This design comes from an exercise in tuning for a short achievable clock period and few clock cycles on the open sky130 flow, not from production work.
Only simulation tests tie the RTL to the original design; equivalence was not proved.
Power is estimated from default activity; no workload was simulated.

==> design/flow/config.mk <==
export PLATFORM = sky130hd
export DESIGN_NAME = processor
export DESIGN_NICKNAME = processor
export VERILOG_FILES = /design/flow/design.v
export SDC_FILE = /design/flow/constraint.sdc
export NUM_CORES = 4
export LEC_CHECK = 0
export ABC_CLOCK_PERIOD_IN_PS = 3000
export CAP_MARGIN = 20
export CORE_MARGIN = 2
export CORE_UTILIZATION = 40
export SLEW_MARGIN = 20
export TNS_END_PERCENT = 100
==> design/flow/constraint.sdc <==
create_clock -name core_clock -period 10.0 [get_ports {clock}]
set_input_delay 2.0000 -clock core_clock [delete_from_list [all_inputs] [get_ports {clock}]]
set_output_delay 2.0000 -clock core_clock [all_outputs]
set_load 0.01 [all_outputs]
==> design/flow/design.v <==
package proc_pkg;
    localparam int word_width     = 32;
    localparam int reg_addr_width = 5;
    localparam logic [4:0] op_rtype = 5'd0;
    localparam logic [4:0] op_j     = 5'd1;
    localparam logic [4:0] op_bne   = 5'd2;
    localparam logic [4:0] op_jal   = 5'd3;
    localparam logic [4:0] op_jr    = 5'd4;
    localparam logic [4:0] op_addi  = 5'd5;
    localparam logic [4:0] op_blt   = 5'd6;
    localparam logic [4:0] op_sw    = 5'd7;
    localparam logic [4:0] op_lw    = 5'd8;
    localparam logic [4:0] op_setx  = 5'd21;
    localparam logic [4:0] op_bex   = 5'd22;
endpackage
`timescale 1ns/1ps
import proc_pkg::*;
module processor (
    input  logic        clock,
    input  logic        reset,
    output logic [31:0] address_imem,
    input  logic [31:0] q_imem,
    output logic [31:0] address_dmem,
    output logic [31:0] data,
    output logic        wren,
    input  logic [31:0] q_dmem
);
    logic [31:0] pc, ras;
    logic        fd_valid, fd_pred_taken;
    logic        fd_uses_rs, fd_uses_b, fd_use_imm, fd_writes;
    logic [4:0]  fd_b, fd_dest;
    logic [31:0] fd_ir, fd_pc, fd_pc1, fd_ras;
    logic        dx_valid;
    logic        dx_add, dx_sub, dx_and, dx_or, dx_sll, dx_sra, dx_addi, dx_mem;
    logic        dx_lw, dx_sw, dx_bne, dx_blt, dx_bex, dx_jr, dx_const_op, dx_we;
    logic        dx_r_eq, dx_r_ge, dx_r_lt, dx_r_z, dx_r_jr;
    logic        dx_sumop, dx_other;
    logic [31:0] dx_a, dx_opb, dx_b, dx_const, dx_alt, dx_alt1, dx_ras, dx_pc, dx_pc1;
    logic        dx_dep;
    logic [4:0]  dx_shamt, dx_dest;
    logic [1:0]  dx_code;
    logic        fa_m, fo_m, fb_m;
    logic        xm_we, xm_exc, xm_lw, xm_wren;
    logic [4:0]  xm_dest;
    logic [1:0]  xm_code;
    logic [31:0] xm_alu, xm_sd;
    logic        mw_we;
    logic [4:0]  mw_dest;
    logic [31:0] mw_result;
    logic [31:0] regs [1:31];
    logic        stall, redirect, replay, flush, reset_r, kill;
    logic [31:0] redirect_pc, flush_pc, flush_pc1, kill_pc, kill_pc1;
    logic [4:0]  f_op, f_rd, f_rt;
    logic [31:0] pc1, ras1, f_btgt, f_btgt1, f_jtgt, f_jtgt1;
    logic        f_is_br, f_is_jd, f_is_jr, f_r;
    assign address_imem = pc;
    assign f_op = q_imem[31:27];
    assign f_rd = q_imem[26:22];
    assign f_rt = q_imem[16:12];
    assign f_r  = f_op == op_rtype;
    logic [16:0] kg [0:5];
    logic [16:0] kp [0:5];
    logic [16:0] kh [0:5];
    logic [16:0] f_lo, f_lo1;
    logic [14:0] f_hi_p, f_hi_m;
    always_comb begin
        kg[0] = pc1[16:0] & q_imem[16:0];
        kp[0] = pc1[16:0] ^ q_imem[16:0];
        kh[0] = kg[0] | {16'd0, kp[0][0]};
        for (int k = 0; k < 5; k++) begin
            for (int i = 0; i < 17; i++) begin
                if (i >= (1 << k)) begin
                    kg[k+1][i] = kg[k][i] | (kp[k][i] & kg[k][i - (1 << k)]);
                    kh[k+1][i] = kh[k][i] | (kp[k][i] & kh[k][i - (1 << k)]);
                    kp[k+1][i] = kp[k][i] & kp[k][i - (1 << k)];
                end else begin
                    kg[k+1][i] = kg[k][i];
                    kh[k+1][i] = kh[k][i];
                    kp[k+1][i] = kp[k][i];
                end
            end
        end
        f_lo  = kp[0] ^ {kg[5][15:0], 1'b0};
        f_lo1 = kp[0] ^ {kh[5][15:0], 1'b1};
    end
    assign f_hi_p  = pc1[31:17] + 15'd1;
    assign f_hi_m  = pc1[31:17] - 15'd1;
    assign f_btgt  = {(q_imem[16] == kg[5][16]) ? pc1[31:17] : kg[5][16] ? f_hi_p : f_hi_m, f_lo};
    assign f_btgt1 = {(q_imem[16] == kh[5][16]) ? pc1[31:17] : kh[5][16] ? f_hi_p : f_hi_m, f_lo1};
    assign f_jtgt  = {5'd0, q_imem[26:0]};
    assign f_jtgt1 = {5'd0, q_imem[26:0]} + 32'd1;
    assign f_is_jd = f_op == op_j || f_op == op_jal || f_op == op_bex;
    assign f_is_br = f_op == op_bne || (f_op == op_blt && q_imem[16]);
    assign f_is_jr = f_op == op_jr;
    logic        s_red, s_hold, s_norm, s_seq;
    logic [31:0] pc_d, pc1_d, pc1_inc;
    assign s_red  = !reset && flush;
    assign s_hold = !reset && !flush && stall;
    assign s_norm = !reset && !flush && !stall;
    assign s_seq  = s_norm && !f_is_br && !f_is_jd && !f_is_jr;
    assign pc1_inc = pc1 + 32'd1;
    assign pc_d = ({32{s_red}} & flush_pc) |
                  ({32{s_hold}} & pc) |
                  ({32{s_norm && f_is_br}} & f_btgt) |
                  ({32{s_norm && f_is_jd}} & f_jtgt) |
                  ({32{s_norm && f_is_jr}} & ras) |
                  ({32{s_seq}} & pc1);
    assign pc1_d = ({32{s_red}} & flush_pc1) |
                   ({32{s_hold}} & pc1) |
                   ({32{s_norm && f_is_br}} & f_btgt1) |
                   ({32{s_norm && f_is_jd}} & f_jtgt1) |
                   ({32{s_norm && f_is_jr}} & ras1) |
                   ({32{s_seq}} & pc1_inc) |
                   {31'd0, reset};
    always_ff @(posedge clock) begin
        pc  <= pc_d;
        pc1 <= pc1_d;
        if (reset) begin
            ras  <= '0;
            ras1 <= 32'd1;
        end else if (f_op == op_jal) begin
            ras  <= pc1;
            ras1 <= pc1_inc;
        end
        if (reset || flush)
            fd_valid <= 1'b0;
        else if (!stall)
            fd_valid <= 1'b1;
    end
    always_ff @(posedge clock) begin
        if (!stall) begin
            fd_ir         <= q_imem;
            fd_pc         <= pc;
            fd_pc1        <= pc1;
            fd_ras        <= ras;
            fd_pred_taken <= f_is_br || f_is_jd || f_is_jr;
            fd_uses_rs    <= f_r || f_op == op_addi || f_op == op_sw || f_op == op_lw ||
                             f_op == op_bne || f_op == op_blt;
            fd_uses_b     <= f_r || f_op == op_sw || f_op == op_bne || f_op == op_blt ||
                             f_op == op_jr || f_op == op_bex;
            fd_use_imm    <= f_op == op_addi || f_op == op_sw || f_op == op_lw;
            fd_b          <= f_r ? f_rt : (f_op == op_bex) ? 5'd30 : f_rd;
            fd_writes     <= f_r || f_op == op_addi || f_op == op_lw || f_op == op_jal ||
                             f_op == op_setx;
            fd_dest       <= (f_op == op_jal) ? 5'd31 : (f_op == op_setx) ? 5'd30 : f_rd;
        end
    end
    logic [4:0]  d_op, d_rs, d_fn;
    logic [31:0] d_imm, d_ra, d_rb;
    logic        d_r, d_go, d_we;
    logic        xm_we_act;
    logic [4:0]  xm_dest_act;
    assign d_op  = fd_ir[31:27];
    assign d_rs  = fd_ir[21:17];
    assign d_fn  = fd_ir[6:2];
    assign d_imm = {{15{fd_ir[16]}}, fd_ir[16:0]};
    assign d_r   = d_op == op_rtype;
    assign d_we  = fd_writes && fd_dest != 5'd0;
    logic [31:0] m_result;
    assign m_result = xm_lw ? q_dmem : xm_exc ? {30'd0, xm_code} : xm_alu;
    assign d_ra = (d_rs == 5'd0) ? 32'd0 :
                  (xm_we_act && xm_dest_act == d_rs) ? m_result :
                  (mw_we && mw_dest == d_rs) ? mw_result : regs[d_rs];
    assign d_rb = (fd_b == 5'd0) ? 32'd0 :
                  (xm_we_act && xm_dest_act == fd_b) ? m_result :
                  (mw_we && mw_dest == fd_b) ? mw_result : regs[fd_b];
    assign stall = fd_valid && dx_valid && dx_lw && dx_dest != 5'd0 &&
                   ((fd_uses_rs && d_rs == dx_dest) || (fd_uses_b && fd_b == dx_dest));
    assign d_go = fd_valid && !stall && !flush;
    assign xm_we_act   = xm_we || xm_exc;
    assign xm_dest_act = xm_exc ? 5'd30 : xm_dest;
    logic dx_fwd_m, dx_fwd_x;
    assign dx_fwd_m = dx_valid && dx_we && !dx_lw;
    assign dx_fwd_x = dx_valid && (dx_add || dx_sub || dx_addi);
    logic a_m, a_x, o_m, b_m, b_x;
    assign a_m = fd_uses_rs && dx_fwd_m && d_rs != 5'd0 && d_rs == dx_dest;
    assign a_x = fd_uses_rs && dx_fwd_x && d_rs == 5'd30;
    assign b_m = fd_uses_b && dx_fwd_m && fd_b != 5'd0 && fd_b == dx_dest;
    assign b_x = fd_uses_b && dx_fwd_x && fd_b == 5'd30;
    assign o_m = !fd_use_imm && b_m;
    always_ff @(posedge clock) begin
        dx_valid    <= !reset && d_go;
        dx_add      <= d_r && d_fn == 5'd0;
        dx_sub      <= d_r && d_fn == 5'd1;
        dx_and      <= d_r && d_fn == 5'd2;
        dx_or       <= d_r && d_fn == 5'd3;
        dx_sll      <= d_r && d_fn == 5'd4;
        dx_sra      <= d_r && d_fn == 5'd5;
        dx_addi     <= d_op == op_addi;
        dx_mem      <= d_op == op_lw || d_op == op_sw;
        dx_lw       <= d_op == op_lw;
        dx_sw       <= d_op == op_sw;
        dx_bne      <= d_op == op_bne;
        dx_blt      <= d_op == op_blt;
        dx_bex      <= d_op == op_bex;
        dx_jr       <= d_op == op_jr;
        dx_const_op <= d_op == op_jal || d_op == op_setx;
        dx_we       <= d_we;
        dx_dest     <= fd_dest;
        dx_shamt    <= fd_ir[11:7];
        dx_code     <= (d_op == op_addi) ? 2'd2 : (d_fn == 5'd1) ? 2'd3 : 2'd1;
        dx_a        <= d_ra;
        dx_opb      <= fd_use_imm ? d_imm : d_rb;
        dx_b        <= d_rb;
        dx_const    <= (d_op == op_jal) ? fd_pc1 : {5'd0, fd_ir[26:0]};
        dx_alt      <= fd_pred_taken ? fd_pc1 : fd_pc1 + d_imm;
        dx_alt1     <= fd_pred_taken ? fd_pc1 + 32'd1 : fd_pc1 + d_imm + 32'd1;
        dx_pc1      <= fd_pc1;
        dx_r_eq     <= !reset && d_go && d_op == op_bne;
        dx_r_ge     <= !reset && d_go && d_op == op_blt && fd_pred_taken;
        dx_r_lt     <= !reset && d_go && d_op == op_blt && !fd_pred_taken;
        dx_r_z      <= !reset && d_go && d_op == op_bex;
        dx_r_jr     <= !reset && d_go && d_op == op_jr;
        dx_sumop    <= (d_r && d_fn == 5'd0) || d_op == op_addi || d_op == op_lw || d_op == op_sw;
        dx_ras      <= fd_ras;
        dx_pc       <= fd_pc;
        fa_m <= a_m;
        fo_m <= o_m;
        fb_m <= b_m;
        dx_dep <= a_m || a_x || b_m || b_x;
    end
    logic [31:0] x_a, x_opb, x_b, x_code32;
    logic [31:0] x_sum, x_diff, x_other;
    logic        x_ovf_add, x_ovf_sub, x_exc, x_eq, x_lt, x_bz, x_jr_ok;
    assign x_code32 = {30'd0, xm_code};
    assign x_a   = fa_m ? xm_alu : dx_a;
    assign x_opb = fo_m ? xm_alu : dx_opb;
    assign x_b   = fb_m ? xm_alu : dx_b;
    logic x_ok;
    assign replay = !kill && dx_valid && xm_exc && dx_dep;
    assign x_ok   = !kill && (dx_valid && !xm_exc || dx_valid && !dx_dep);
    assign x_sum  = x_a + x_opb;
    assign x_diff = x_a - x_opb;
    always_comb begin
        x_other = '0;
        if (dx_and)      x_other = x_a & x_opb;
        if (dx_or)       x_other = x_a | x_opb;
        if (dx_sll)      x_other = x_a << dx_shamt;
        if (dx_sra)      x_other = $signed(x_a) >>> dx_shamt;
        if (dx_const_op) x_other = dx_const;
    end
    assign x_ovf_add = (x_a[31] == x_opb[31]) && (x_sum[31] != x_a[31]);
    assign x_ovf_sub = (x_a[31] != x_opb[31]) && (x_diff[31] != x_a[31]);
    assign x_exc     = x_ok && (((dx_add || dx_addi) && x_ovf_add) || (dx_sub && x_ovf_sub));
    assign x_eq    = x_b == x_a;
    assign x_lt    = $signed(x_b) < $signed(x_a);
    assign x_bz    = x_b == 32'd0;
    assign x_jr_ok = x_b == dx_ras;
    assign redirect = !kill && !(xm_exc && dx_dep) &&
                      ((dx_r_eq && x_eq) || (dx_r_ge && !x_lt) || (dx_r_lt && x_lt) ||
                       (dx_r_z && x_bz) || (dx_r_jr && !x_jr_ok));
    assign redirect_pc = dx_jr ? x_b : dx_alt;
    assign flush       = kill || replay;
    assign flush_pc    = kill ? kill_pc : dx_pc;
    assign flush_pc1   = kill ? kill_pc1 : dx_pc1;
    always_ff @(posedge clock) begin
        kill     <= !reset && redirect;
        kill_pc  <= redirect_pc;
        kill_pc1 <= dx_jr ? x_b + 32'd1 : dx_alt1;
    end
    always_ff @(posedge clock) begin
        xm_we   <= !reset && x_ok && dx_we;
        xm_exc  <= !reset && x_exc;
        xm_lw   <= !reset && x_ok && dx_lw;
        xm_wren <= !reset && x_ok && dx_sw;
        xm_dest <= dx_dest;
        xm_code <= dx_code;
        xm_alu  <= dx_sumop ? x_sum : dx_sub ? x_diff : x_other;
        xm_sd   <= x_b;
    end
    assign address_dmem = xm_alu;
    assign data         = xm_sd;
    assign wren         = xm_wren;
    always_ff @(posedge clock) begin
        mw_we     <= !reset && xm_we_act;
        mw_dest   <= xm_dest_act;
        mw_result <= m_result;
    end
    always_ff @(posedge clock) begin
        reset_r <= reset;
    end
    always_ff @(posedge clock) begin
        if (reset_r) begin
            for (int i = 1; i < 32; i++)
                regs[i] <= '0;
        end else if (mw_we) begin
            regs[mw_dest] <= mw_result;
        end
    end
endmodule
==> design/flow/flow/run.sh <==
#!/bin/bash
set -euo pipefail
W=$(pwd)
mkdir -p "$W/tmp" "$W/home"
export TMPDIR="$W/tmp" HOME="$W/home"
bash standard.sh SETUP_SLACK_MARGIN=6.5 finish > standard_flow.log 2>&1
==> design/flow/standard.sh <==
#!/bin/bash
# synth_recipe.tcl (not shown) runs the flow's synth.tcl, then flattens the netlist and writes it again
# the make line also repeats each setting of config.mk as NAME=value (left out here)
make -C /OpenROAD-flow-scripts/flow DESIGN_CONFIG=/design/flow/config.mk WORK_HOME=/design/flow/orfs CLKGATE_MAP_FILE= SYNTH_SCRIPT=/design/flow/synth_recipe.tcl "${@:-finish}"
==> impl_metrics.json, run 1 <==
{
  "outcome": "no timing/DRC/antenna violations",
  "max_stage_delay_ns": 0.40,
  "hp-class": "flip-flop to flip-flop",
  "synthCells": 7956,
  "cp_cell_sequence": "buf_12 -> mux2i_4 -> buf_4 -> ha_4 -> clkinv_2 -> o21ai_2 -> a2111oi_2 -> a221o_1 -> a311o_1 -> o41a_1 -> a221o_1 -> a221oi_4 -> o31ai_4 -> o311a_1 -> a311oi_2",
  "hold_viol": 0,
  "track_usage_pct": 28.9,
  "rsz0062_at_grt": "true",
  "synth_top_cell_by_area": "edfxtp_1",
  "drv_cap": 0,
  "cp-end-kind": "flip-flop",
  "start_kind": "flip-flop",
  "vias": 70700,
  "grt_pass1_vias": 69600,
  "drive_gt1_share_pct": 27.2,
  "synth_area_um2": 96700,
  "first_iter_violations": 8853,
  "slew_viol_final": 0,
  "p_leak_uw": 0.0420,
  "cp_common_cell": "a221o_1",
  "vdd_drop_max_mv": 0.179,
  "start_util_pct": 40.2,
  "grt_pass1_wl_um": 509000,
  "setup_violations": 0,
  "synthTopCellsByArea": "edfxtp_1 36%, mux4_2 16%, dfxtp_1 13%",
  "r2r_cells": 15,
  "nNetsFinal": 8377,
  "synth_cell_types": 91,
  "synthArstFlopShare_pct": 0,
  "cts_sinks": 1808,
  "routed_wl_um": 366000,
  "yosysTopAreaCellShare_pct": 36.2,
  "worstPathArrival_ns": 4.86,
  "place_congestion": 0.998,
  "die_w_um": 496,
  "fmaxAchievable_mhz": 242,
  "fin_crit_ns": 4.13,
  "critPathKind": "flip-flop to flip-flop",
  "cts_root_buf": "clkbuf_16",
  "core_um2": 241000,
  "p_per_area_nw_per_um2": 179,
  "first_pass_iters": 6,
  "via_per_inst": 6.16,
  "rows": 180,
  "ys_top_cells_by_count": "1167 x edfxtp_1, 1002 x and2_1, 692 x mux4_2",
  "clockBufferDepth": 3,
  "post-route-period-util_pct": 41.3,
  "dp_hpwl_um": 229000,
  "die-area_um2": 246000,
  "grt_max_degree": 93,
  "cts_max_level": 4,
  "clkLatencyLatePin_ns": 0.88,
  "cts_tree": "yes",
  "syn-num-nets": 8210,
  "crit_fanout": 7,
  "max_slew.worst_pin.slew_ns": 1.16,
  "numCtsBuffers": 196,
  "largest_register_ffs": 1024,
  "crit_required_ns": 10.73,
  "cp_num_buf_inv": 3,
  "setup-tns-final_ns": 0,
  "portBuffers": 162,
  "largest_register": "regs",
  "slowest_stage": "dfxtp_4",
  "synth-seq-area-share_pct": 49.5,
  "path_delay_family": "compound AO/OA/AOI/OAI gates",
  "path_depth": 15,
  "synth_area_per_cell_um2": 12.2,
  "ys.warnings.count": 4,
  "maxSlewHeadroom_pct": 22.7,
  "holdPathStages": 0,
  "synth_edf_count": 1167,
  "clk_pin_slew_ns": 0.06,
  "synthFlopType": "edfxtp_1",
  "fp.dieH_um": 496,
  "ios": 163,
  "antenna_found_initial": 25,
  "ys_ff_latch": 1808,
  "syn_to_final_growth_pct": 17.9,
  "yosysMostFrequentCell": "edfxtp_1",
  "hold_ws_ns": 0.326,
  "fin_skew_ns": 0.0666,
  "final_antenna_net_count": 0,
  "drc": 0,
  "grt-ovfl-total": 0,
  "avgRoutedWirePerCell_um": 31.9
}
==> cell usage in the layout (no fill, tap or decap), types with 60 or more instances in the layout <==
cell type     n
mux2i_1     245
mux4_2      692
xor2_1       73
edfxtp_1   1167
nor3_1       61
mux2_2       98
dfxtp_4      66
buf_4       366
o21ai_0     180
and2_1     1000
buf_6        66
nor2_1      547
a21oi_1     381
nand3_1      88
dfxtp_1     522
xnor2_1     173
a221oi_1     70
nand2_1     341
a211oi_1     60
clkbuf_16   207
ha_1        137
inv_1       201
==> path summary, 6_finish.rpt <==
| kind | slack, ns | end | from |
|---|---|---|---|
| hold / removal | 0.33 | dx_pc[11]$_DFF_P_ | fd_pc[11]$_DFFE_PN_ |
| setup / recovery | 5.87 | xm_exc$_DFF_P_ | fa_m$_DFF_P_ |
| hold reg to reg | 0.33 | dx_pc[11]$_DFF_P_ | fd_pc[11]$_DFFE_PN_ |
| setup reg to reg | 5.87 | xm_exc$_DFF_P_ | fa_m$_DFF_P_ |
==> timing repair <==
item | in CTS | in global routing
pin swaps | 76 | 116
gates resized for setup | 811 | 265
setup buffers | 196 | 89
gates cloned | 12 | 9
setup endpoints to repair | 634 | 296
hold buffers | 0 | 0
==> metrics by stage <==
step | cells | instance area, um^2 | utilization (%) | setup WS, ns | total power, uW
6_report | 11500 | 114000 | 47.4 | 5.87 | 20400
5_1_grt | 11500 | 114000 | 47.4 | 5.77 | 21000
4_1_cts | 11400 | 112000 | 46.6 | 5.80 | 20200
3_5_place_dp | 10800 | 102000 | 42.4 | 4.64 | 12600
3_3_place_gp | 10800 | 102000 | 42.4 | 4.60 | 12600
2_1_floorplan | 7956 | 97500 | - | 5.99 | 11100
==> worst reg2reg max path, delay by kind of cell, from the launching register on <==
| family | cells | cell delay (ns) |
|---|---|---|
| buffers and inverters | 3 | 0.42 |
| AOI/OAI and AO/OA | 10 | 2.71 |
| muxes | 1 | 0.20 |
| DFF | 1 | 0.40 |
| adders and majority gates | 1 | 0.29 |
==> kinds of logic (layout without fill, tap and decap cells) <==
| logic type | Yosys count | in the layout | synth area share (%) |
|---|---|---|---|
| compound gates | 1266 | 1266 | 8.45 |
| xor+xnor | 248 | 248 | 2.25 |
| fa+ha+maj | 188 | 188 | 2.47 |
| buf+inv | 915 | 1248 | 3.60 |
| flops | 1808 | 1808 | 49.5 |
| mux | 1095 | 1095 | 20.4 |
| other cells | 0 | 10 | 0 |
| simple gates | 2436 | 2436 | 13.3 |
==> power breakdown <==
part           total (uW)  internal [uW]  switching, uW  leakage (uW)
combinational        4140           1710           2430        0.0214
sequential           9010           8400            605        0.0176
clock                7280           4030           3250       0.00311
==> metal layers <==
metal / up-vias / wire length [um] / global-route usage (%) / share of wire [%]
met5: - / 41 / 0 / 0.011
met4: 6 / 23200 / 15.2 / 6.3
met3: 838 / 33800 / 5.86 / 9.2
met2: 3825 / 172000 / 46.9 / 47
met1: 36100 / 137000 / 36.6 / 37
li1: 30000 / - / - / -
==> cell type report <==
cell class,count,area (um^2)
fillers,21200,127000
flip-flops and latches,1808,48200
multi-input cells,5233,48000
repair buffers,647,6430
clock buffers,257,5330
well taps,3185,3990
clock inverters,107,1070
inverters,237,927
diodes,10,25.0
Testbench counts, summed over its fixed seeds: cycles 42,125.
==> run 2: changes to the inputs <==
--- a/design/flow/design.v
+++ b/design/flow/design.v
@@ -48,8 +48,8 @@
     logic [4:0]  mw_dest;
     logic [31:0] mw_result;
     logic [31:0] regs [1:31];
-    logic        stall, redirect, replay, flush, reset_r, kill;
-    logic [31:0] redirect_pc, flush_pc, flush_pc1, kill_pc, kill_pc1;
+    logic        stall, redirect, replay, flush, reset_r;
+    logic [31:0] redirect_pc, flush_pc, flush_pc1;
     logic [4:0]  f_op, f_rd, f_rt;
     logic [31:0] pc1, ras1, f_btgt, f_btgt1, f_jtgt, f_jtgt1;
     logic        f_is_br, f_is_jd, f_is_jr, f_r;
@@ -227,8 +227,8 @@
     assign x_opb = fo_m ? xm_alu : dx_opb;
     assign x_b   = fb_m ? xm_alu : dx_b;
     logic x_ok;
-    assign replay = !kill && dx_valid && xm_exc && dx_dep;
-    assign x_ok   = !kill && (dx_valid && !xm_exc || dx_valid && !dx_dep);
+    assign replay = dx_valid && xm_exc && dx_dep;
+    assign x_ok   = dx_valid && !xm_exc || dx_valid && !dx_dep;
     assign x_sum  = x_a + x_opb;
     assign x_diff = x_a - x_opb;
     always_comb begin
@@ -246,18 +246,13 @@
     assign x_lt    = $signed(x_b) < $signed(x_a);
     assign x_bz    = x_b == 32'd0;
     assign x_jr_ok = x_b == dx_ras;
-    assign redirect = !kill && !(xm_exc && dx_dep) &&
+    assign redirect = !(xm_exc && dx_dep) &&
                       ((dx_r_eq && x_eq) || (dx_r_ge && !x_lt) || (dx_r_lt && x_lt) ||
                        (dx_r_z && x_bz) || (dx_r_jr && !x_jr_ok));
     assign redirect_pc = dx_jr ? x_b : dx_alt;
-    assign flush       = kill || replay;
-    assign flush_pc    = kill ? kill_pc : dx_pc;
-    assign flush_pc1   = kill ? kill_pc1 : dx_pc1;
-    always_ff @(posedge clock) begin
-        kill     <= !reset && redirect;
-        kill_pc  <= redirect_pc;
-        kill_pc1 <= dx_jr ? x_b + 32'd1 : dx_alt1;
-    end
+    assign flush       = replay || redirect;
+    assign flush_pc    = replay ? dx_pc : redirect_pc;
+    assign flush_pc1   = replay ? dx_pc1 : dx_jr ? x_b + 32'd1 : dx_alt1;
     always_ff @(posedge clock) begin
         xm_we   <= !reset && x_ok && dx_we;
         xm_exc  <= !reset && x_exc;
==> run 2 against run 1 <==
  * Synthesized cell count hardly changed
  * Final area is 1.6% higher
  * Wire length is 5.8% higher
  * Sequential cell count is 65 lower
  * Clock-buffer cell count is 19 lower
  * Die area is 1.4% lower
  * Register-to-register slack better by 0.11 ns
  * Non-clock buffer count is 95 higher
  * Critical endpoint is now pc1[19]$_DFF_P_
  * Largest cell class is now multi-input combinational cells
==> impl_metrics.json, run 2 <==
{
  "ios": 163,
  "ys_top_cells_by_count": "1167 x edfxtp_1, 1010 x and2_1, 678 x mux4_2",
  "fin_crit_ns": 4.01,
  "fin_skew_ns": 0.0934,
  "setup-tns-final_ns": 0,
  "cts_sinks": 1743,
  "vias": 72400,
  "syn-num-nets": 8208,
  "routed_wl_um": 387000,
  "drv_cap": 0,
  "pre_cts_slack_ns": 4.24,
  "rsz0062_at_grt": "true",
  "core_um2": 237000,
  "post-route-period-util_pct": 40.1,
  "fp.dieH_um": 492,
  "drive_gt1_share_pct": 30.2,
  "via_per_inst": 6.27,
  "start_util_pct": 40.2,
  "worstPathArrival_ns": 4.75,
  "ys_ff_latch": 1743,
  "p_leak_uw": 0.0429,
  "max_slew.worst_pin.slew_ns": 1.32,
  "synth_cell_types": 101,
  "fin_ws_ns": 5.99,
  "rows": 179,
  "grt_max_degree": 107,
  "cts_max_level": 4,
  "avgRoutedWirePerCell_um": 33.5,
  "start_kind": "flip-flop",
  "synthCells": 7954,
  "die_w_um": 492,
  "vdd_drop_max_mv": 0.201,
  "synth_area_per_cell_um2": 12.0,
  "first_iter_violations": 8850,
  "drc": 0,
  "synth_top_cell_by_area": "edfxtp_1",
  "antenna_found_initial": 20,
  "grt_pass1_vias": 71200,
  "cts_root_buf": "clkbuf_16",
  "synth_edf_count": 1167,
  "final_cell_mix": "1167 x edfxtp_1, 1005 x and2_1, 678 x mux4_2, 569 x nor2_1, 445 x dfxtp_1",
  "yosysMostFrequentCell": "edfxtp_1",
  "synthArstFlopShare_pct": 0,
  "fmaxAchievable_mhz": 249,
  "fin_util_pct": 48.8,
  "layout_commonest_cell": "edfxtp_1",
  "grt-ovfl-total": 0,
  "outcome": "no timing/DRC/antenna violations",
  "cp-end-kind": "flip-flop",
  "dp_hpwl_um": 241000,
  "portBuffers": 162,
  "critPathKind": "flip-flop to flip-flop",
  "synth_area_um2": 95400,
  "slew_viol_final": 0,
  "synth-seq-area-share_pct": 48.8,
  "grt_pass1_wl_um": 538000,
  "hp-class": "flip-flop to flip-flop",
  "final_antenna_net_count": 0,
  "numCtsBuffers": 189,
  "synthFlopType": "edfxtp_1",
  "setup_violations": 0,
  "hold_viol": 0,
  "syn_to_final_growth_pct": 21.4,
  "place_congestion": 0.955,
  "crit_required_ns": 10.74,
  "track_usage_pct": 31.0,
  "p_per_area_nw_per_um2": 182,
  "clk_pin_slew_ns": 0.06,
  "clockBufferDepth": 3,
  "clkLatencyLatePin_ns": 0.87,
  "ys.warnings.count": 4,
  "die-area_um2": 242000,
  "crit_fanout": 7,
  "largest_register": "regs",
  "largest_register_ffs": 1024,
  "yosysTopAreaCellShare_pct": 36.7,
  "maxSlewHeadroom_pct": 11.0,
  "nNetsFinal": 8453,
  "synthTopCellsByArea": "edfxtp_1 37%, mux4_2 16%, dfxtp_1 12%",
  "first_pass_iters": 8,
  "cts_tree": "yes",
  "postCtsHoldBufs": 0
}
run 2: cell count changes in the layout (fill, tap and decap cells not counted), moves of 40 or more:
| cell | delta |
|---|---|
| a221oi_1 | -49 |
| dfxtp_1 | -77 |
| buf_12 | +40 |
| o21ai_0 | -46 |
| mux2i_1 | -53 |
| a221oi_2 | +46 |
run 2: layout make-up:
class	instances	area, um^2
Clock inverter	111	1460
Fill cell	20700	122000
Clock buffer	238	5150
Sequential cell	1743	46900
Multi-Input combinational cell	5311	49400
Antenna cell	17	42.5
Tap cell	3167	3960
Timing Repair Buffer	742	7990
Inverter	212	843
run 2: metal layers:
| metal | share of wire, % | GRT usage, % |
|---|---|---|
| met1 | 36 | 38.2 |
| met2 | 47 | 49.7 |
| met3 | 9.6 | 6.73 |
| met4 | 7.4 | 19.3 |
| met5 | 0.018 | 0 |
run 2: cells by family after synthesis:
family	synth area share [%]
xor+xnor	2.07
mux	19.8
flops	48.8
buf+inv	3.68
fa+ha+maj	2.51
compound gates	8.97
simple gates	14.1
run 2: worst paths after layout:
kind / startpoint / end / slack [ns] / cells past startpoint
setup reg to reg: fb_m$_DFF_P_ / pc1[19]$_DFF_P_ / 5.99 / 21
hold / removal: fd_ras[22]$_DFFE_PN_ / dx_ras[22]$_DFF_P_ / 0.32 / 0
setup / recovery: fb_m$_DFF_P_ / pc1[19]$_DFF_P_ / 5.99 / 21
hold reg to reg: fd_ras[22]$_DFFE_PN_ / dx_ras[22]$_DFF_P_ / 0.32 / 0
run 2: timing repair:
action	4_1_cts	5_1_grt
setup buffers	280	92
setup endpoints to repair	647	235
gates cloned	39	10
pin swaps	174	138
resized for setup	1162	261
run 2: report_power, final:
| group | switching (uW) | total [uW] | internal, uW | leakage [uW] |
|---|---|---|---|---|
| sequential | 654 | 8820 | 8160 | 0.0170 |
| clock | 3200 | 7490 | 4290 | 0.00322 |
| combinational | 2770 | 4720 | 1940 | 0.0226 |
| total | 6630 | 21000 | 14400 | 0.0429 |
run 2: worst max-delay path: stages, from the launching register on:
cell and delay, ns:
dfxtp_4 0.47, buf_12 0.14, buf_16 0.16, mux2i_4 0.27, inv_2 0.09, ha_4 0.28, nand4_1 0.12, buf_4 0.18
nor3_4 0.19, a21boi_4 0.28, o31ai_4 0.10, a22oi_2 0.17, nand2b_4 0.19, o21ai_4 0.07, buf_12 0.15, and2_4 0.17
buf_16 0.15, buf_12 0.13, buf_8 0.12, o2bb2ai_4 0.11, a221oi_2 0.21, o311ai_1 0.13
run 2: per-stage QoR:
stage          hold WS, ns  std cells  instance area (um^2)  power, uW
6_report             0.317      11500                116000      21000
5_1_grt              0.322      11500                116000      21600
4_1_cts              0.312      11400                114000      20600
3_5_place_dp         0.314      10800                100000      12700
3_3_place_gp         0.312      10800                100000      12600
2_1_floorplan        0.310       7954                 96100      11000
Testbench counts of run 2, summed over its fixed seeds: cycles 40,804.
==> run 3: changes to the inputs <==
--- a/design/flow/design.v
+++ b/design/flow/design.v
@@ -29,7 +29,7 @@
     logic        fd_valid, fd_pred_taken;
     logic        fd_uses_rs, fd_uses_b, fd_use_imm, fd_writes;
     logic [4:0]  fd_b, fd_dest;
-    logic [31:0] fd_ir, fd_pc, fd_pc1, fd_ras;
+    logic [31:0] fd_ir, fd_pc, fd_pc1, fd_pc2, fd_ras;
     logic        dx_valid;
     logic        dx_add, dx_sub, dx_and, dx_or, dx_sll, dx_sra, dx_addi, dx_mem;
     logic        dx_lw, dx_sw, dx_bne, dx_blt, dx_bex, dx_jr, dx_const_op, dx_we;
@@ -39,8 +39,10 @@
     logic        dx_dep;
     logic [4:0]  dx_shamt, dx_dest;
     logic [1:0]  dx_code;
-    logic        fa_m, fo_m, fb_m;
-    logic        xm_we, xm_exc, xm_lw, xm_wren;
+    logic        fa_m, fo_mp, fo_mn, fo_d, fb_m;
+    logic        dx_cx;
+    logic        xm_we, xm_exc, xm_lw, xm_wren, xm_cx, xm_a31, xm_o31;
+    logic [31:0] xm_alu_n;
     logic [4:0]  xm_dest;
     logic [1:0]  xm_code;
     logic [31:0] xm_alu, xm_sd;
@@ -49,7 +51,7 @@
     logic [31:0] mw_result;
     logic [31:0] regs [1:31];
     logic        stall, redirect, replay, flush, reset_r;
-    logic [31:0] redirect_pc, flush_pc, flush_pc1;
+    logic [31:0] redirect_pc, redirect_pc1;
     logic [4:0]  f_op, f_rd, f_rt;
     logic [31:0] pc1, ras1, f_btgt, f_btgt1, f_jtgt, f_jtgt1;
     logic        f_is_br, f_is_jd, f_is_jr, f_r;
@@ -94,18 +96,23 @@
     assign f_is_jr = f_op == op_jr;
     logic        s_red, s_hold, s_norm, s_seq;
     logic [31:0] pc_d, pc1_d, pc1_inc;
-    assign s_red  = !reset && flush;
-    assign s_hold = !reset && !flush && stall;
-    assign s_norm = !reset && !flush && !stall;
+    logic red_go;
+    assign red_go = !reset && redirect;
+    assign s_red  = !reset && replay;
+    assign s_hold = !reset && !replay && stall;
+    assign s_norm = !reset && !replay && !stall;
     assign s_seq  = s_norm && !f_is_br && !f_is_jd && !f_is_jr;
     assign pc1_inc = pc1 + 32'd1;
-    assign pc_d = ({32{s_red}} & flush_pc) |
+    logic [31:0] pc_nr, pc1_nr;
+    assign pc_d  = red_go ? redirect_pc : pc_nr;
+    assign pc1_d = red_go ? redirect_pc1 : pc1_nr;
+    assign pc_nr = ({32{s_red}} & dx_pc) |
                   ({32{s_hold}} & pc) |
                   ({32{s_norm && f_is_br}} & f_btgt) |
                   ({32{s_norm && f_is_jd}} & f_jtgt) |
                   ({32{s_norm && f_is_jr}} & ras) |
                   ({32{s_seq}} & pc1);
-    assign pc1_d = ({32{s_red}} & flush_pc1) |
+    assign pc1_nr = ({32{s_red}} & dx_pc1) |
                    ({32{s_hold}} & pc1) |
                    ({32{s_norm && f_is_br}} & f_btgt1) |
                    ({32{s_norm && f_is_jd}} & f_jtgt1) |
@@ -132,6 +139,7 @@
             fd_ir         <= q_imem;
             fd_pc         <= pc;
             fd_pc1        <= pc1;
+            fd_pc2        <= pc1_inc;
             fd_ras        <= ras;
             fd_pred_taken <= f_is_br || f_is_jd || f_is_jr;
             fd_uses_rs    <= f_r || f_op == op_addi || f_op == op_sw || f_op == op_lw ||
@@ -157,6 +165,7 @@
     assign d_r   = d_op == op_rtype;
     assign d_we  = fd_writes && fd_dest != 5'd0;
     logic [31:0] m_result;
+    assign xm_exc   = xm_cx && (xm_a31 == xm_o31) && (xm_alu[31] != xm_a31);
     assign m_result = xm_lw ? q_dmem : xm_exc ? {30'd0, xm_code} : xm_alu;
     assign d_ra = (d_rs == 5'd0) ? 32'd0 :
                   (xm_we_act && xm_dest_act == d_rs) ? m_result :
@@ -200,11 +209,12 @@
         dx_shamt    <= fd_ir[11:7];
         dx_code     <= (d_op == op_addi) ? 2'd2 : (d_fn == 5'd1) ? 2'd3 : 2'd1;
         dx_a        <= d_ra;
-        dx_opb      <= fd_use_imm ? d_imm : d_rb;
+        dx_opb      <= fd_use_imm ? d_imm : (d_r && d_fn == 5'd1) ? ~d_rb : d_rb;
+        dx_cx       <= (d_r && (d_fn == 5'd0 || d_fn == 5'd1)) || d_op == op_addi;
         dx_b        <= d_rb;
         dx_const    <= (d_op == op_jal) ? fd_pc1 : {5'd0, fd_ir[26:0]};
         dx_alt      <= fd_pred_taken ? fd_pc1 : fd_pc1 + d_imm;
-        dx_alt1     <= fd_pred_taken ? fd_pc1 + 32'd1 : fd_pc1 + d_imm + 32'd1;
+        dx_alt1     <= fd_pred_taken ? fd_pc2 : fd_pc2 + d_imm;
         dx_pc1      <= fd_pc1;
         dx_r_eq     <= !reset && d_go && d_op == op_bne;
         dx_r_ge     <= !reset && d_go && d_op == op_blt && fd_pred_taken;
@@ -215,22 +225,23 @@
         dx_ras      <= fd_ras;
         dx_pc       <= fd_pc;
         fa_m <= a_m;
-        fo_m <= o_m;
+        fo_mp <= o_m && !(d_r && d_fn == 5'd1);
+        fo_mn <= o_m && (d_r && d_fn == 5'd1);
+        fo_d  <= !o_m;
         fb_m <= b_m;
         dx_dep <= a_m || a_x || b_m || b_x;
     end
     logic [31:0] x_a, x_opb, x_b, x_code32;
-    logic [31:0] x_sum, x_diff, x_other;
-    logic        x_ovf_add, x_ovf_sub, x_exc, x_eq, x_lt, x_bz, x_jr_ok;
+    logic [31:0] x_sum, x_other;
+    logic        x_eq, x_lt, x_bz, x_jr_ok;
     assign x_code32 = {30'd0, xm_code};
     assign x_a   = fa_m ? xm_alu : dx_a;
-    assign x_opb = fo_m ? xm_alu : dx_opb;
+    assign x_opb = ({32{fo_mp}} & xm_alu) | ({32{fo_mn}} & xm_alu_n) | ({32{fo_d}} & dx_opb);
     assign x_b   = fb_m ? xm_alu : dx_b;
     logic x_ok;
     assign replay = dx_valid && xm_exc && dx_dep;
     assign x_ok   = dx_valid && !xm_exc || dx_valid && !dx_dep;
-    assign x_sum  = x_a + x_opb;
-    assign x_diff = x_a - x_opb;
+    assign x_sum  = x_a + x_opb + {31'd0, dx_sub};
     always_comb begin
         x_other = '0;
         if (dx_and)      x_other = x_a & x_opb;
@@ -239,11 +250,22 @@
         if (dx_sra)      x_other = $signed(x_a) >>> dx_shamt;
         if (dx_const_op) x_other = dx_const;
     end
-    assign x_ovf_add = (x_a[31] == x_opb[31]) && (x_sum[31] != x_a[31]);
-    assign x_ovf_sub = (x_a[31] != x_opb[31]) && (x_diff[31] != x_a[31]);
-    assign x_exc     = x_ok && (((dx_add || dx_addi) && x_ovf_add) || (dx_sub && x_ovf_sub));
     assign x_eq    = x_b == x_a;
-    assign x_lt    = $signed(x_b) < $signed(x_a);
+    logic [31:0] cl [0:5];
+    logic [31:0] ce [0:5];
+    always_comb begin
+        cl[0] = ~(x_b ^ 32'h8000_0000) & (x_a ^ 32'h8000_0000);
+        ce[0] = ~(x_b ^ x_a);
+        for (int k = 0; k < 5; k++) begin
+            cl[k+1] = '0;
+            ce[k+1] = '0;
+            for (int i = 0; i < (32 >> (k + 1)); i++) begin
+                cl[k+1][i] = cl[k][2*i+1] | (ce[k][2*i+1] & cl[k][2*i]);
+                ce[k+1][i] = ce[k][2*i+1] & ce[k][2*i];
+            end
+        end
+    end
+    assign x_lt    = cl[5][0];
     assign x_bz    = x_b == 32'd0;
     assign x_jr_ok = x_b == dx_ras;
     assign redirect = !(xm_exc && dx_dep) &&
@@ -251,16 +273,18 @@
                        (dx_r_z && x_bz) || (dx_r_jr && !x_jr_ok));
     assign redirect_pc = dx_jr ? x_b : dx_alt;
     assign flush       = replay || redirect;
-    assign flush_pc    = replay ? dx_pc : redirect_pc;
-    assign flush_pc1   = replay ? dx_pc1 : dx_jr ? x_b + 32'd1 : dx_alt1;
+    assign redirect_pc1 = dx_jr ? x_b + 32'd1 : dx_alt1;
     always_ff @(posedge clock) begin
         xm_we   <= !reset && x_ok && dx_we;
-        xm_exc  <= !reset && x_exc;
+        xm_cx   <= !reset && x_ok && dx_cx;
+        xm_a31  <= x_a[31];
+        xm_o31  <= x_opb[31];
         xm_lw   <= !reset && x_ok && dx_lw;
         xm_wren <= !reset && x_ok && dx_sw;
         xm_dest <= dx_dest;
         xm_code <= dx_code;
-        xm_alu  <= dx_sumop ? x_sum : dx_sub ? x_diff : x_other;
+        xm_alu   <= (dx_sumop || dx_sub) ? x_sum : x_other;
+        xm_alu_n <= ~((dx_sumop || dx_sub) ? x_sum : x_other);
         xm_sd   <= x_b;
     end
     assign address_dmem = xm_alu;
==> run 3 against run 2 <==
  * Wire length is 1.6% lower
  * Sequential share of layout area is 2.0 points higher
  * Hold slack worse by 0.012 ns
  * Die area is 2.1% higher
  * Sequential power is 0.5% higher
  * Total power is 5.3% lower
  * Largest cell class is now sequential cells
  * Clock power is 0.9% lower
  * Still clean
  * Clock skew is 0.0031 ns higher
  * Register-to-register slack better by 0.05 ns
  * Clock-buffer cell count is 32 higher
==> impl_metrics.json, run 3 <==
{
  "holdPathStages": 0,
  "synth_top_cell_by_area": "edfxtp_1",
  "grt-ovfl-total": 0,
  "slowest_stage": "dfxtp_4",
  "setup_violations": 0,
  "antenna_found_initial": 27,
  "r2r_cells": 18,
  "fmaxAchievable_mhz": 253,
  "max_stage_delay_ns": 0.43,
  "cp-end-kind": "flip-flop",
  "synth_cell_types": 100,
  "layout_commonest_cell": "edfxtp_1",
  "via_per_inst": 6.26,
  "postCtsHoldBufs": 0,
  "cts_root_buf": "clkbuf_16",
  "synthTopCellsByArea": "edfxtp_1 37%, mux4_2 16%, dfxtp_1 13%",
  "synth_xor_area_share_pct": 2.42,
  "cts_max_level": 4,
  "critPathKind": "flip-flop to flip-flop",
  "clockBufferDepth": 3,
  "first_pass_iters": 10,
  "cp_common_cell": "buf_12",
  "max_slew.worst_pin.slew_ns": 1.09,
  "r2r_start": "fa_m$_DFF_P_",
  "fin_skew_ns": 0.0965,
  "start_kind": "flip-flop",
  "crit_required_ns": 10.69,
  "cts_sinks": 1812,
  "dp_hpwl_um": 243000,
  "ys.warnings.count": 6,
  "muxShareOfSynthArea_pct": 20.1,
  "track_usage_pct": 30.0,
  "synthCells": 7982,
  "p_per_area_nw_per_um2": 175,
  "ys_ff_latch": 1812,
  "place_congestion": 0.980,
  "multi_input_area_um2": 48100,
  "ys_top_cells_by_count": "1199 x edfxtp_1, 1008 x and2_1, 691 x mux4_2",
  "r2r_end": "pc1[0]$_DFF_P_",
  "p_total_uw": 19900,
  "yosysMostFrequentCell": "edfxtp_1",
  "synth-seq-area-share_pct": 49.6,
  "p_leak_uw": 0.0426,
  "yosysTopAreaCellShare_pct": 37.0,
  "largest_register_ffs": 1024,
  "path_delay_family": "buffers and inverters",
  "synth_edf_count": 1199,
  "nNetsFinal": 8345,
  "syn-num-nets": 8236,
  "numCtsBuffers": 197,
  "grt_pass1_vias": 70300,
  "slew_viol_final": 0,
  "die-area_um2": 247000,
  "clkLatencyLatePin_ns": 0.90,
  "routed_wl_um": 381000,
  "r2r_slack_ns": 6.04,
  "synth_fa_ha_area_share_pct": 2.46,
  "vias": 71800,
  "crit_fanout": 9,
  "grt_max_degree": 93,
  "die_w_um": 497,
  "min_from": "dx_code[0]$_SDFF_PP0_",
  "drc": 0,
  "maxSlewHeadroom_pct": 26.8,
  "grt_pass1_wl_um": 533000,
  "final_cell_mix": "1199 x edfxtp_1, 1004 x and2_1, 691 x mux4_2, 500 x nor2_1, 499 x dfxtp_1",
  "drv_cap": 0,
  "fp.dieH_um": 497,
  "first_iter_violations": 10400,
  "cp_cell_sequence": "buf_12 -> clkbuf_16 -> mux2i_1 -> buf_4 -> inv_1 -> ha_1 -> nand2_1 -> nor2_1 -> nand3_2 -> o2bb2ai_1 -> o221a_4 -> a211oi_4 -> buf_12 -> nor3_4 -> buf_12 -> clkbuf_16 -> a2111oi_4 -> a31oi_1",
  "regArea_um2": 48500,
  "worstPathArrival_ns": 4.65,
  "cts_tree": "yes",
  "cp_num_buf_inv": 7,
  "synth_area_per_cell_um2": 12.2,
  "synth_top_family_by_area": "multiplexers",
  "hold_viol": 0,
  "start_util_pct": 40.1,
  "synthFlopType": "edfxtp_1",
  "drive_gt1_share_pct": 25.4,
  "fillers": 21500,
  "synth_compound_area_share_pct": 8.54,
  "synthSimpleGateAreaFrac_pct": 13.5,
  "rows": 181,
  "hp-class": "flip-flop to flip-flop",
  "synth_area_um2": 97400,
  "final_antenna_net_count": 0,
  "clk_pin_slew_ns": 0.06,
  "synthArstFlopShare_pct": 0,
  "avgRoutedWirePerCell_um": 33.2,
  "setup-tns-final_ns": 0,
  "rsz0062_at_grt": "true",
  "largest_register": "regs",
  "outcome": "no timing/DRC/antenna violations",
  "vdd_drop_max_mv": 0.186,
  "core_um2": 243000,
  "portBuffers": 162,
  "ios": 163,
  "post-route-period-util_pct": 39.6,
  "syn_to_final_growth_pct": 17.1,
  "holdPathEnd": "xm_code[0]$_DFF_P_",
  "fin_crit_ns": 3.96
}
==> run 3: cell count changes after synthesis, sizes merged, moves of 32 or more <==
cell | before | now
a211oi | 126 | 66
a21o | 52 | 87
a21oi | 458 | 414
a221oi | 81 | 24
a222oi | 16 | 93
dfxtp | 576 | 613
edfxtp | 1167 | 1199
nand2 | 389 | 498
nor2 | 637 | 549
nor3b | 48 | 7
o21ai | 200 | 294
o31ai | 47 | 14
==> run 3: per-stage QoR <==
| stage | hold slack [ns] | setup slack [ns] | util, % | std cells | cell area (um^2) |
|---|---|---|---|---|---|
| floorplan | 0.310 | 5.53 | - | 7982 | 98000 |
| global placement | 0.312 | 3.96 | 42.2 | 10900 | 103000 |
| detailed placement | 0.316 | 3.95 | 42.2 | 10900 | 103000 |
| CTS | 0.304 | 6.07 | 46.3 | 11400 | 113000 |
| global route | 0.321 | 6.04 | 47.0 | 11500 | 114000 |
| finish | 0.305 | 6.04 | 47.0 | 11500 | 114000 |
==> run 3: timing repair <==
item	4_1_cts	5_1_grt
setup endpoints to repair	927	465
gates cloned	15	7
resized for setup	761	186
setup buffers	159	57
pin swaps	55	65
==> run 3: worst max path at each step <==
stage	to	slack, ns	start	cells after the start
floorplan	pc[26]$_DFF_P_	5.53	q_imem[10]	12
global placement	pc[21]$_DFF_P_	3.96	q_imem[0]	12
detailed placement	pc[20]$_DFF_P_	3.95	q_imem[0]	12
CTS	pc1[6]$_DFF_P_	6.07	fa_m$_DFF_P_	17
global route	pc[2]$_DFF_P_	6.04	fa_m$_DFF_P_	17
finish	pc1[0]$_DFF_P_	6.04	fa_m$_DFF_P_	18
==> run 3: final cells by class <==
cell class | instances | share of cell area (%)
Clock buffer | 270 | 4.75
Antenna cell | 12 | 0.0263
Timing Repair Buffer | 576 | 5.34
Sequential cell | 1812 | 42.6
Clock inverter | 99 | 0.985
Tap cell | 3202 | 3.51
Multi-Input combinational cell | 5309 | 42.2
Inverter | 195 | 0.662
==> run 3: layer usage <==
metal | GRT usage, % | wire length (um)
met3 | 6.75 | 38300
met2 | 47.3 | 175000
met5 | 0 | 80
met1 | 37.8 | 141000
met4 | 17.6 | 26300
==> run 3: cell families (layout without fill, tap and decap cells) <==
logic type               Yosys count  after routing
XOR/XNOR                         269            269
AND/OR/NAND/NOR                 2519           2519
multiplexers                    1055           1055
other                              0             12
flip-flops                      1812           1812
buffers and inverters            861           1140
adder cells (fa/ha/maj)          188            188
AO/OA/AOI/OAI                   1278           1278
==> run 3: power breakdown <==
part / total, uW / switching (uW) / leakage, uW / internal (uW)
Combinational: 3630 / 2130 / 0.0217 / 1500
Sequential: 8860 / 478 / 0.0177 / 8380
Clock: 7420 / 3270 / 0.00316 / 4150
==> run 3: worst register-to-register path, delay by kind of cell (launching register included) <==
kind | cells | cell delay [ns]
buffers and inverters | 7 | 1.29
AOI/OAI and AO/OA | 5 | 1.03
and+or+nand+nor | 4 | 0.46
DFF | 1 | 0.43
adders and majority gates | 1 | 0.39
muxes | 1 | 0.21
Testbench counts of run 3, summed over its fixed seeds: cycles 40,804.
==> run 4: changes to the inputs <==
--- a/design/flow/design.v
+++ b/design/flow/design.v
@@ -29,7 +29,7 @@
     logic        fd_valid, fd_pred_taken;
     logic        fd_uses_rs, fd_uses_b, fd_use_imm, fd_writes;
     logic [4:0]  fd_b, fd_dest;
-    logic [31:0] fd_ir, fd_pc, fd_pc1, fd_pc2, fd_ras;
+    logic [31:0] fd_ir, fd_pc, fd_pc1, fd_pc2, fd_ras, fd_btgt, fd_btgt1;
     logic        dx_valid;
     logic        dx_add, dx_sub, dx_and, dx_or, dx_sll, dx_sra, dx_addi, dx_mem;
     logic        dx_lw, dx_sw, dx_bne, dx_blt, dx_bex, dx_jr, dx_const_op, dx_we;
@@ -87,8 +87,11 @@
     end
     assign f_hi_p  = pc1[31:17] + 15'd1;
     assign f_hi_m  = pc1[31:17] - 15'd1;
-    assign f_btgt  = {(q_imem[16] == kg[5][16]) ? pc1[31:17] : kg[5][16] ? f_hi_p : f_hi_m, f_lo};
-    assign f_btgt1 = {(q_imem[16] == kh[5][16]) ? pc1[31:17] : kh[5][16] ? f_hi_p : f_hi_m, f_lo1};
+    logic [14:0] f_hc1, f_hc0;
+    assign f_hc1   = q_imem[16] ? pc1[31:17] : f_hi_p;
+    assign f_hc0   = q_imem[16] ? f_hi_m : pc1[31:17];
+    assign f_btgt  = {kg[5][16] ? f_hc1 : f_hc0, f_lo};
+    assign f_btgt1 = {kh[5][16] ? f_hc1 : f_hc0, f_lo1};
     assign f_jtgt  = {5'd0, q_imem[26:0]};
     assign f_jtgt1 = {5'd0, q_imem[26:0]} + 32'd1;
     assign f_is_jd = f_op == op_j || f_op == op_jal || f_op == op_bex;
@@ -106,15 +109,18 @@
     logic [31:0] pc_nr, pc1_nr;
     assign pc_d  = red_go ? redirect_pc : pc_nr;
     assign pc1_d = red_go ? redirect_pc1 : pc1_nr;
-    assign pc_nr = ({32{s_red}} & dx_pc) |
+    logic        s_br;
+    logic [31:0] pc_ot, pc1_ot;
+    assign s_br   = s_norm && f_is_br;
+    assign pc_nr  = s_br ? f_btgt : pc_ot;
+    assign pc1_nr = s_br ? f_btgt1 : pc1_ot;
+    assign pc_ot = ({32{s_red}} & dx_pc) |
                   ({32{s_hold}} & pc) |
-                  ({32{s_norm && f_is_br}} & f_btgt) |
                   ({32{s_norm && f_is_jd}} & f_jtgt) |
                   ({32{s_norm && f_is_jr}} & ras) |
                   ({32{s_seq}} & pc1);
-    assign pc1_nr = ({32{s_red}} & dx_pc1) |
+    assign pc1_ot = ({32{s_red}} & dx_pc1) |
                    ({32{s_hold}} & pc1) |
-                   ({32{s_norm && f_is_br}} & f_btgt1) |
                    ({32{s_norm && f_is_jd}} & f_jtgt1) |
                    ({32{s_norm && f_is_jr}} & ras1) |
                    ({32{s_seq}} & pc1_inc) |
@@ -140,6 +146,8 @@
             fd_pc         <= pc;
             fd_pc1        <= pc1;
             fd_pc2        <= pc1_inc;
+            fd_btgt       <= f_btgt;
+            fd_btgt1      <= f_btgt1;
             fd_ras        <= ras;
             fd_pred_taken <= f_is_br || f_is_jd || f_is_jr;
             fd_uses_rs    <= f_r || f_op == op_addi || f_op == op_sw || f_op == op_lw ||
@@ -213,8 +221,8 @@
         dx_cx       <= (d_r && (d_fn == 5'd0 || d_fn == 5'd1)) || d_op == op_addi;
         dx_b        <= d_rb;
         dx_const    <= (d_op == op_jal) ? fd_pc1 : {5'd0, fd_ir[26:0]};
-        dx_alt      <= fd_pred_taken ? fd_pc1 : fd_pc1 + d_imm;
-        dx_alt1     <= fd_pred_taken ? fd_pc2 : fd_pc2 + d_imm;
+        dx_alt      <= fd_pred_taken ? fd_pc1 : fd_btgt;
+        dx_alt1     <= fd_pred_taken ? fd_pc2 : fd_btgt1;
         dx_pc1      <= fd_pc1;
         dx_r_eq     <= !reset && d_go && d_op == op_bne;
         dx_r_ge     <= !reset && d_go && d_op == op_blt && fd_pred_taken;
==> run 4 against run 3 <==
  * Highest routed layer unchanged
  * Synthesized cell count shrank 5.3%
  * Core utilization barely moved
  * Sequential cell count is 64 higher
  * Sequential share of layout area increased by 1.7 points
  * Non-clock buffer count grew 14
  * Largest cell class unchanged
  * Register-to-register slack hardly changed
  * Still clean on timing, DRC and antenna
  * Setup slack worse by 0.0030 ns
  * Largest power group unchanged
  * First-iteration DRC count shrank 0.94%
==> impl_metrics.json, run 4 <==
{
  "outcome": "no timing/DRC/antenna violations",
  "synth-seq-area-share_pct": 51.6,
  "grt_pass1_vias": 68100,
  "rsz0062_at_grt": "true",
  "grt-ovfl-total": 0,
  "r2r_slack_ns": 6.04,
  "yosysTopAreaCellShare_pct": 39.0,
  "vdd_drop_max_mv": 0.202,
  "hp-class": "flip-flop to flip-flop",
  "drv_cap": 0,
  "syn_to_final_growth_pct": 17.2,
  "avgRoutedWirePerCell_um": 34.1,
  "ys.warnings.count": 6,
  "place_congestion": 0.996,
  "ys_top_cells_by_count": "1263 x edfxtp_1, 1010 x and2_1, 713 x mux4_2",
  "p_leak_uw": 0.0422,
  "postCtsHoldBufs": 0,
  "largest_register_ffs": 1024,
  "fin_crit_ns": 3.96,
  "via_per_inst": 6.31,
  "crit_start": "fa_m$_DFF_P_",
  "synthCells": 7560,
  "final_antenna_net_count": 0,
  "setup-tns-final_ns": 0,
  "cp-end-kind": "flip-flop",
  "slowest_stage": "dfxtp_4",
  "maxSlewHeadroom_pct": 15.7,
  "cts_tree": "yes",
  "grt_pass1_wl_um": 525000,
  "syn-num-nets": 7750,
  "clkLatencyLatePin_ns": 0.90,
  "critPathKind": "flip-flop to flip-flop",
  "fin_skew_ns": 0.0950,
  "setup_violations": 0,
  "die-area_um2": 247000,
  "crit_required_ns": 10.76,
  "core_um2": 243000,
  "first_iter_violations": 10300,
  "routed_wl_um": 377000,
  "vias": 69900,
  "drc": 0,
  "grt_max_degree": 161,
  "synth_area_um2": 97300,
  "p_total_uw": 20400,
  "layout_commonest_cell": "edfxtp_1",
  "portBuffers": 162,
  "antenna_found_initial": 26,
  "synthArstFlopShare_pct": 0,
  "clockBufferDepth": 3,
  "synth_area_per_cell_um2": 12.9,
  "yosysMostFrequentCell": "edfxtp_1",
  "ios": 163,
  "r2r_cells": 14,
  "clk_pin_slew_ns": 0.07,
  "synthFlopType": "edfxtp_1",
  "dpl_cell_area_um2": 102000,
  "finalInstanceArea_um2": 114000,
  "max_stage_delay_ns": 0.44,
  "numCtsBuffers": 202,
  "worstPathArrival_ns": 4.72,
  "cp_cell_sequence": "buf_4 -> buf_16 -> mux2_2 -> ha_1 -> a211o_1 -> a21oi_2 -> o211ai_1 -> o21ai_2 -> a31oi_4 -> a221oi_4 -> buf_6 -> a21oi_2 -> or3_4 -> and3_1",
  "fmaxAchievable_mhz": 252,
  "fp.dieH_um": 497,
  "post-route-period-util_pct": 39.6,
  "cts_max_level": 4,
  "fin_util_pct": 47.0,
  "r2r_end": "xm_alu_n[30]$_DFF_P_",
  "cp_common_cell": "a21oi_2",
  "rows": 181,
  "cts_root_buf": "clkbuf_16",
  "nNetsFinal": 7874,
  "hold_ws_ns": 0.278,
  "track_usage_pct": 29.7,
  "synth_top_cell_by_area": "edfxtp_1",
  "dp_hpwl_um": 231000,
  "max_slew.worst_pin.slew_ns": 1.26,
  "cts_sinks": 1876,
  "hold_viol": 0,
  "r2r_start": "fa_m$_DFF_P_",
  "ys_ff_latch": 1876,
  "crit_fanout": 16,
  "critical_path.endpoint": "xm_alu_n[30]$_DFF_P_",
  "synth_cell_types": 102,
  "first_pass_iters": 10,
  "die_w_um": 497,
  "start_kind": "flip-flop",
  "p_per_area_nw_per_um2": 179,
  "start_util_pct": 40.1,
  "synth_edf_count": 1263,
  "drive_gt1_share_pct": 28.1,
  "synthTopCellsByArea": "edfxtp_1 39%, mux4_2 17%, dfxtp_1 13%",
  "largest_register": "regs",
  "slew_viol_final": 0,
  "final_cell_mix": "1263 x edfxtp_1, 1007 x and2_1, 713 x mux4_2, 497 x dfxtp_1, 397 x nand2_1"
}
-- run 4: worst min path at each step --
stage                          start                  to  cells after the start
2_1_floorplan  dx_code[0]$_SDFF_PP0_  xm_code[0]$_DFF_P_                      0
3_3_place_gp   dx_code[1]$_SDFF_PP1_  xm_code[1]$_DFF_P_                      0
3_5_place_dp   dx_code[0]$_SDFF_PP0_  xm_code[0]$_DFF_P_                      0
4_1_cts          fd_pc[10]$_DFFE_PN_   dx_pc[10]$_DFF_P_                      0
5_1_grt           fd_pc[3]$_DFFE_PN_    dx_pc[3]$_DFF_P_                      0
6_report         fd_pc[10]$_DFFE_PN_   dx_pc[10]$_DFF_P_                      0
-- run 4: power by group --
part,switching [uW],internal [uW]
Clock,3340,4300
Sequential,529,8770
Combinational,1990,1440
Total,5860,14500
-- run 4: critical path: cells and delay by family, from the launching register on --
kind                       cells  cell delay, ns
DFF                            1            0.44
buffers and inverters          3            0.48
and+or+nand+nor                2            0.49
adders and majority gates      1            0.37
muxes                          1            0.41
AOI/OAI and AO/OA              7            1.61
-- run 4: what timing repair did --
item                                    in CTS  in global routing
pin swaps                                   46                 87
setup buffers                              181                 49
endpoints found under the setup margin     865                388
cloned                                      31                  7
gates resized for setup                    831                221
-- run 4: logic make-up after synthesis --
family                   share of synthesized area (%)
AO/OA/AOI/OAI                                     6.84
buffers and inverters                             3.62
adder cells (fa/ha/maj)                           1.63
XOR/XNOR                                          1.99
flip-flops                                        51.6
multiplexers                                      21.8
AND/OR/NAND/NOR                                   12.5
-- run 4: metal layers --
| layer | wire length, um | global-route usage, % | part of all wire (%) | vias to the layer above |
|---|---|---|---|---|
| met1 | 138000 | 37.7 | 36 | 35600 |
| li1 | - | - | - | 28600 |
| met4 | 27900 | 18.7 | 7.4 | 10 |
| met5 | 73 | 0 | 0.019 | - |
| met3 | 40400 | 6.87 | 11 | 1091 |
| met2 | 171000 | 45.8 | 45 | 4603 |
-- run 4: stage by stage --
stage | instances | setup WS [ns]
2_1_floorplan | 7560 | 5.75
3_3_place_gp | 10400 | 4.45
3_5_place_dp | 10400 | 4.41
4_1_cts | 11000 | 6.08
5_1_grt | 11100 | 5.91
6_report | 11100 | 6.04
-- run 4: area by class of cell --
| type | count | area (um^2) |
|---|---|---|
| fill | 21100 | 129000 |
| sequential | 1876 | 50500 |
| multi-input combinational | 4832 | 45700 |
| timing repair buffer | 590 | 6380 |
| clock buffer | 282 | 5500 |
| tap | 3202 | 4010 |
| clock inverter | 96 | 1170 |
| inverter | 181 | 717 |
| antenna | 18 | 45.0 |
| timing repair inverter | 1 | 5.00 |
Testbench counts of run 4, summed over its fixed seeds: cycles 40,804.

## afterwards: timing with drivers on the ports
No port has a modelled driver above. Below, the same layouts with a new extraction and two added sets of constraints.
Step 1: set_driving_cell puts a clkbuf_16 on clock and a buf_2 on each other input, an assumption about the parent block.
Step 2 moves the port delays by t, midway between the first and last clock arrival at a register: inputs arrive t later, outputs are due t later. That takes back most of the time a late clock gives input paths.
Three values: ideal, step 1, step 2; two values: the first two.
| run | shift t [ns] | setup WS [ns] | latest minus earliest clock arrival (ns) | worst slew at a driven data input, ns | cell pins on the clock port's net |
|---|---|---|---|---|---|
| run 1 | 0.938 | 5.873 / 5.873 / 5.667 | 0.076 / 0.077 | 0.12 | 1 |
| run 2 | 0.928 | 5.988 / 5.988 / 5.193 | 0.116 / 0.116 | 0.07 | 1 |
| run 3 | 0.946 | 6.041 / 6.041 / 5.244 | 0.105 / 0.105 | 0.09 | 1 |
| run 4 | 0.947 | 6.038 / 6.038 / 5.270 | 0.096 / 0.096 | 0.18 | 1 |
After both steps every run listed still meets setup and hold. The setup slack of run 3, which loses most, moves by 0.000 ns with the drivers and by -0.797 ns with both steps.
